Source: an optimization exercise on an open RTL-to-GDS flow (aim: small area, a short achievable clock period and few clock cycles per item). Production flows keep margins and buffers that such runs may drop.
In this exercise RTL edits were held to simulation tests only and were not proved equivalent to the original.

==> run K: inputs <==
Design grid_first_fit_placer, start of the top module:
module grid_first_fit_placer (
  input  wire logic                           clk,
  input  wire logic                           rst_n,
  input  wire logic                           push,
  output logic                                full,
  input  wire logic [gffp_pkg::FUNC_W-1:0]    in_func,
  input  wire logic [gffp_pkg::XY_W-1:0]      in_pos_x,
  input  wire logic [gffp_pkg::XY_W-1:0]      in_pos_y,
  input  wire logic [gffp_pkg::DIM_W-1:0]     in_rect_width,
  input  wire logic [gffp_pkg::DIM_W-1:0]     in_rect_height,
  output logic                                empty,
  input  wire logic                           pop,
  output logic                                out_found,
  output logic [gffp_pkg::XY_W-1:0]           out_place_x,
  output logic [gffp_pkg::XY_W-1:0]           out_place_y,
  output logic                                out_rotated,
  output logic [gffp_pkg::DIM_W-1:0]          out_placed_width,
  output logic [gffp_pkg::DIM_W-1:0]          out_placed_height,
  input  wire logic                           cfg_valid,
  output logic                                cfg_ready,
  input  wire logic [gffp_pkg::CFG_IDX_W-1:0] cfg_index,
  input  wire logic [gffp_pkg::CFG_W-1:0]     cfg_data
);
  logic                          s_valid;
  logic [gffp_pkg::FUNC_W-1:0]   s_op;
  logic [gffp_pkg::XY_W-1:0]     s_px, s_py;
  logic [gffp_pkg::DIM_W-1:0]    s_w, s_h;
  logic [gffp_pkg::CFG_W-1:0]    s_gw, s_gh;
  logic                          acc_ok;
  logic                          take;
  logic                          res_push;
  gffp_pkg::res_t                res;
  logic                          res_free;
  gffp_front u_front (
    .clk            (clk),
    .rst_n          (rst_n),
    .push           (push),
    .full           (full),
    .in_func        (in_func),
  ...
Settings: LEC_CHECK=0, CAP_MARGIN=20, CORE_MARGIN=2, CORE_UTILIZATION=40, PLACE_DENSITY=0.7, SETUP_SLACK_MARGIN=1.5, SLEW_MARGIN=20; clock period 7.0 ns.
run.sh (not shown) runs the stock make flow with config.mk's settings and CLKGATE_MAP_FILE= SYNTH_SCRIPT=/design/flow/synth_recipe.tcl, a recipe that flattens the netlist after the stock synthesis.
==> inputs of run E, as changes to run K <==
--- a/flow/design.v
+++ b/flow/design.v
@@ -113,34 +113,64 @@
       end
     end
   end
   always_comb begin
     gw_now = (gw_reg_r > 5'd16) ? 5'd16 : gw_reg_r;
     gh_now = (gh_reg_r > 5'd16) ? 5'd16 : gh_reg_r;
   end
-  assign full    = s_valid && !take;
+  typedef struct packed {
+    logic [gffp_pkg::FUNC_W-1:0] op;
+    logic [gffp_pkg::XY_W-1:0]   px;
+    logic [gffp_pkg::XY_W-1:0]   py;
+    logic [gffp_pkg::DIM_W-1:0]  w;
+    logic [gffp_pkg::DIM_W-1:0]  h;
+    logic [gffp_pkg::CFG_W-1:0]  gw;
+    logic [gffp_pkg::CFG_W-1:0]  gh;
+  } ent_t;
+  ent_t q0_r, q1_r, ent_new;
+  logic v0_r, v1_r, load0;
+  always_comb begin
+    ent_new.op = in_func;
+    ent_new.px = in_pos_x;
+    ent_new.py = in_pos_y;
+    ent_new.w  = in_rect_width;
+    ent_new.h  = in_rect_height;
+    ent_new.gw = gw_now;
+    ent_new.gh = gh_now;
+  end
+  assign full    = v0_r && v1_r;
   assign do_push = push && !full;
+  assign load0   = take || !v0_r;
+  assign s_valid = v0_r;
+  assign s_op    = q0_r.op;
+  assign s_px    = q0_r.px;
+  assign s_py    = q0_r.py;
+  assign s_w     = q0_r.w;
+  assign s_h     = q0_r.h;
+  assign s_gw    = q0_r.gw;
+  assign s_gh    = q0_r.gh;
   always_ff @(posedge clk) begin
+    if (load0) begin
+      q0_r <= v1_r ? q1_r : ent_new;
+    end
     if (do_push) begin
-      s_op   <= in_func;
-      s_px   <= in_pos_x;
-      s_py   <= in_pos_y;
-      s_w    <= in_rect_width;
-      s_h    <= in_rect_height;
-      s_gw   <= gw_now;
-      s_gh   <= gh_now;
+      q1_r <= ent_new;
     end
   end
   always_ff @(posedge clk) begin
     if (!rst_n) begin
-      s_valid <= 1'b0;
-    end else if (do_push) begin
-      s_valid <= 1'b1;
-    end else if (take) begin
-      s_valid <= 1'b0;
+      v0_r <= 1'b0;
+      v1_r <= 1'b0;
+    end else begin
+      if (load0) begin
+        v0_r <= v1_r || do_push;
+        v1_r <= v1_r && do_push;
+      end else if (do_push) begin
+        v1_r <= 1'b1;
+      end
     end
   end
 endmodule
 `default_nettype wire
 `default_nettype none
 module gffp_engine (
   input  wire logic                        clk,
@@ -160,39 +190,40 @@
   input  wire logic                        res_free
 );
   logic                        c_valid;
   logic [gffp_pkg::FUNC_W-1:0] c_op;
   logic [gffp_pkg::XY_W-1:0]   c_px;
   logic [gffp_pkg::XY_W-1:0]   c_py;     
   logic [gffp_pkg::DIM_W-1:0]  c_w, c_h;
-  logic [gffp_pkg::CFG_W-1:0]  c_gw, c_gh;
+  logic [gffp_pkg::CFG_W-1:0]  c_gh;
+  logic [15:0]                 c_colin;   
+  logic [15:0]                 c_wmw, c_wmh;   
   logic                        c_has;    
   logic [15:0]                 c_rest;   
   logic [15:0]                 c_mu;     
   logic [15:0]                 c_mr;     
   logic                        c_vu, c_vr;
   logic [15:0][15:0] occ_r;
   logic              zero_occ;
   assign zero_occ = c_valid && (c_op == gffp_pkg::FUNC_CLEAR);
-  logic [15:0] colin, bu, br, cfu, cfr, fu, fr, hitv, t, oh, pcu, pcr, wmu, wmr;
+  logic [15:0] bu, br, cfu, cfr, fu, fr, hitv, t, oh, pcu, pcr, wmu, wmr;
   logic [31:0] bzu, bzr;
   logic        hit, rot;
   logic [gffp_pkg::XY_W-1:0] hit_x;
   always_comb begin
-    colin = gffp_pkg::below(c_gw);
     for (int x = 0; x < 16; x++) begin
       logic [15:0] col;
       for (int r = 0; r < 16; r++) col[r] = occ_r[r][x];
       bu[x] = |(col & c_mu);
       br[x] = |(col & c_mr);
     end
-    cfu = ~bu & colin;
-    cfr = ~br & colin;
-    wmu = gffp_pkg::below(c_w);
-    wmr = gffp_pkg::below(c_h);
+    cfu = ~bu & c_colin;
+    cfr = ~br & c_colin;
+    wmu = c_wmw;
+    wmr = c_wmh;
     bzu = {16'hffff, ~cfu};
     bzr = {16'hffff, ~cfr};
     for (int x = 0; x < 16; x++) begin
       fu[x] = c_vu && !(|(bzu[x +: 16] & wmu));
       fr[x] = c_vr && !(|(bzr[x +: 16] & wmr));
     end
     hitv = fu | fr;
@@ -248,25 +279,22 @@
                                  input logic [gffp_pkg::DIM_W-1:0] h,
                                  input logic [gffp_pkg::CFG_W-1:0] gh,
                                  output logic has, output logic [15:0] rest,
                                  output logic [15:0] mu, output logic [15:0] mr,
                                  output logic [gffp_pkg::XY_W-1:0] y,
                                  output logic vu, output logic vr);
     logic [15:0] t;
-    logic [5:0]  eu, er;
     has  = (rows != '0);
     t    = gffp_pkg::pfx_or(rows);
     y    = gffp_pkg::enc(rows & ~(t << 1));
     rest = rows & (t << 1);
-    eu   = 6'(y) + 6'(h);
-    er   = 6'(y) + 6'(w);
-    mu   = t & gffp_pkg::below6(eu);
-    mr   = t & gffp_pkg::below6(er);
-    vu   = eu <= 6'(gh);
-    vr   = (w != h) && (er <= 6'(gh));
+    mu   = gffp_pkg::span(t, h);
+    mr   = gffp_pkg::span(t, w);
+    vu   = |(rows & ~(t << 1) & fit_rows(h, gh));
+    vr   = (w != h) && (|(rows & ~(t << 1) & fit_rows(w, gh)));
   endfunction
   function automatic void pick(input logic [15:0] rows, input logic [gffp_pkg::DIM_W-1:0] w,
                                input logic [gffp_pkg::DIM_W-1:0] h,
                                input logic [gffp_pkg::CFG_W-1:0] gh,
                                output logic has, output logic [15:0] rest,
                                output logic [15:0] mu, output logic [15:0] mr,
                                output logic [gffp_pkg::XY_W-1:0] y,
@@ -311,15 +339,17 @@
   always_ff @(posedge clk) begin
     if (take) begin
       c_op   <= s_op;
       c_px   <= s_px;
       c_py   <= l_mark ? s_py : l_y;
       c_w    <= s_w;
       c_h    <= s_h;
-      c_gw   <= s_gw;
+      c_colin <= gffp_pkg::below(s_gw);
+      c_wmw  <= gffp_pkg::below(s_w);
+      c_wmh  <= gffp_pkg::below(s_h);
       c_gh   <= s_gh;
       c_has  <= l_has;
       c_rest <= l_rest;
       c_mu   <= l_mu;
       c_mr   <= l_mr;
       c_vu   <= l_vu;
       c_vr   <= l_vr;
==> flow/config.mk (replaced) <==
export PLATFORM = sky130hd
export DESIGN_NAME = grid_first_fit_placer
export DESIGN_NICKNAME = grid_first_fit_placer
export VERILOG_FILES = /design/flow/design.v
export SDC_FILE = /design/flow/constraint.sdc
export NUM_CORES = 4
export LEC_CHECK = 0
export CAP_MARGIN = 20
export CORE_MARGIN = 2
export CORE_UTILIZATION = 40
export SETUP_SLACK_MARGIN = 2.5
export SLEW_MARGIN = 20
==> results_dict.tcl <==
set metrics [dict create \
    clockBufferCount 62 \
    crit_type "register to output port" \
    stdcell_count 5302 \
    hpwlAfterDp_um 147000 \
    cts.sinks 399 \
    synth_edf_count 130 \
    min_period_ns 5.66 \
    status "no timing/DRC/antenna violations" \
    detail_route.wl_per_cell_um 37.5 \
    synth-simple-area-share 0.221 \
    cts_made_buffers 47 \
    ir_worst_vdd_v 0.000176 \
    holdWs_ns 0.475 \
    cp_data_required_time_ns 5.60 \
    die_h_um 282 \
    place_area_mm2 0.0335 \
    core_mm2 0.0761 \
]
-- figures above: run K

==> results_dict.tcl <==
set metrics [dict create \
    synth_edf_count 201 \
    min_period_ns 5.42 \
    hpwlAfterDp_um 160000 \
    holdWs_ns 0.475 \
    final_cell_mix "buf_4 (486), nor2_1 (430), a21oi_1 (385), nand2_1 (312), dfxtp_1 (269)" \
    detail_route.wl_per_cell_um 38.9 \
    place_area_mm2 0.0374 \
    maxCapViolCount 0 \
    crit_type "register to register" \
    clockBufferCount 72 \
    cts_made_buffers 52 \
    status "no timing/DRC/antenna violations" \
    core_mm2 0.0863 \
    cts.sinks 471 \
    die_h_um 299 \
    ir_worst_vdd_v 0.000222 \
    stdcell_count 5994 \
]
-- figures above: run E

Testbench counts of run K, summed over its fixed seeds: cycles 4,458, items 2,400.
Testbench counts of run E, summed over its fixed seeds: cycles 4,458, items 2,400.

[afterwards: timing with drivers on the ports]
How much do the figures lean on ideal ports? The routed layouts below were timed once more, with nothing changed but the port constraints. Step 1: set_driving_cell puts a clkbuf_16 on clk and a buf_2 on each other input, an assumption about the parent block. Step 2, shift: input delay + t, output delay - t, t = (earliest + latest rising clock arrival at the registers) / 2. This alone moves slack from input paths to output paths. Three values: ideal ports, drivers, drivers and shift; two values: the first two.
run	shift t [ns]	setup slack, ns	clock arrival spread, ns	cell pins on the clock port's net
run K	0.676	1.342 / 1.276 / 1.480	0.051 / 0.051	1
run E	0.720	1.575 / 1.575 / 1.575	0.050 / 0.049	1
After both steps every run listed still meets setup and hold.
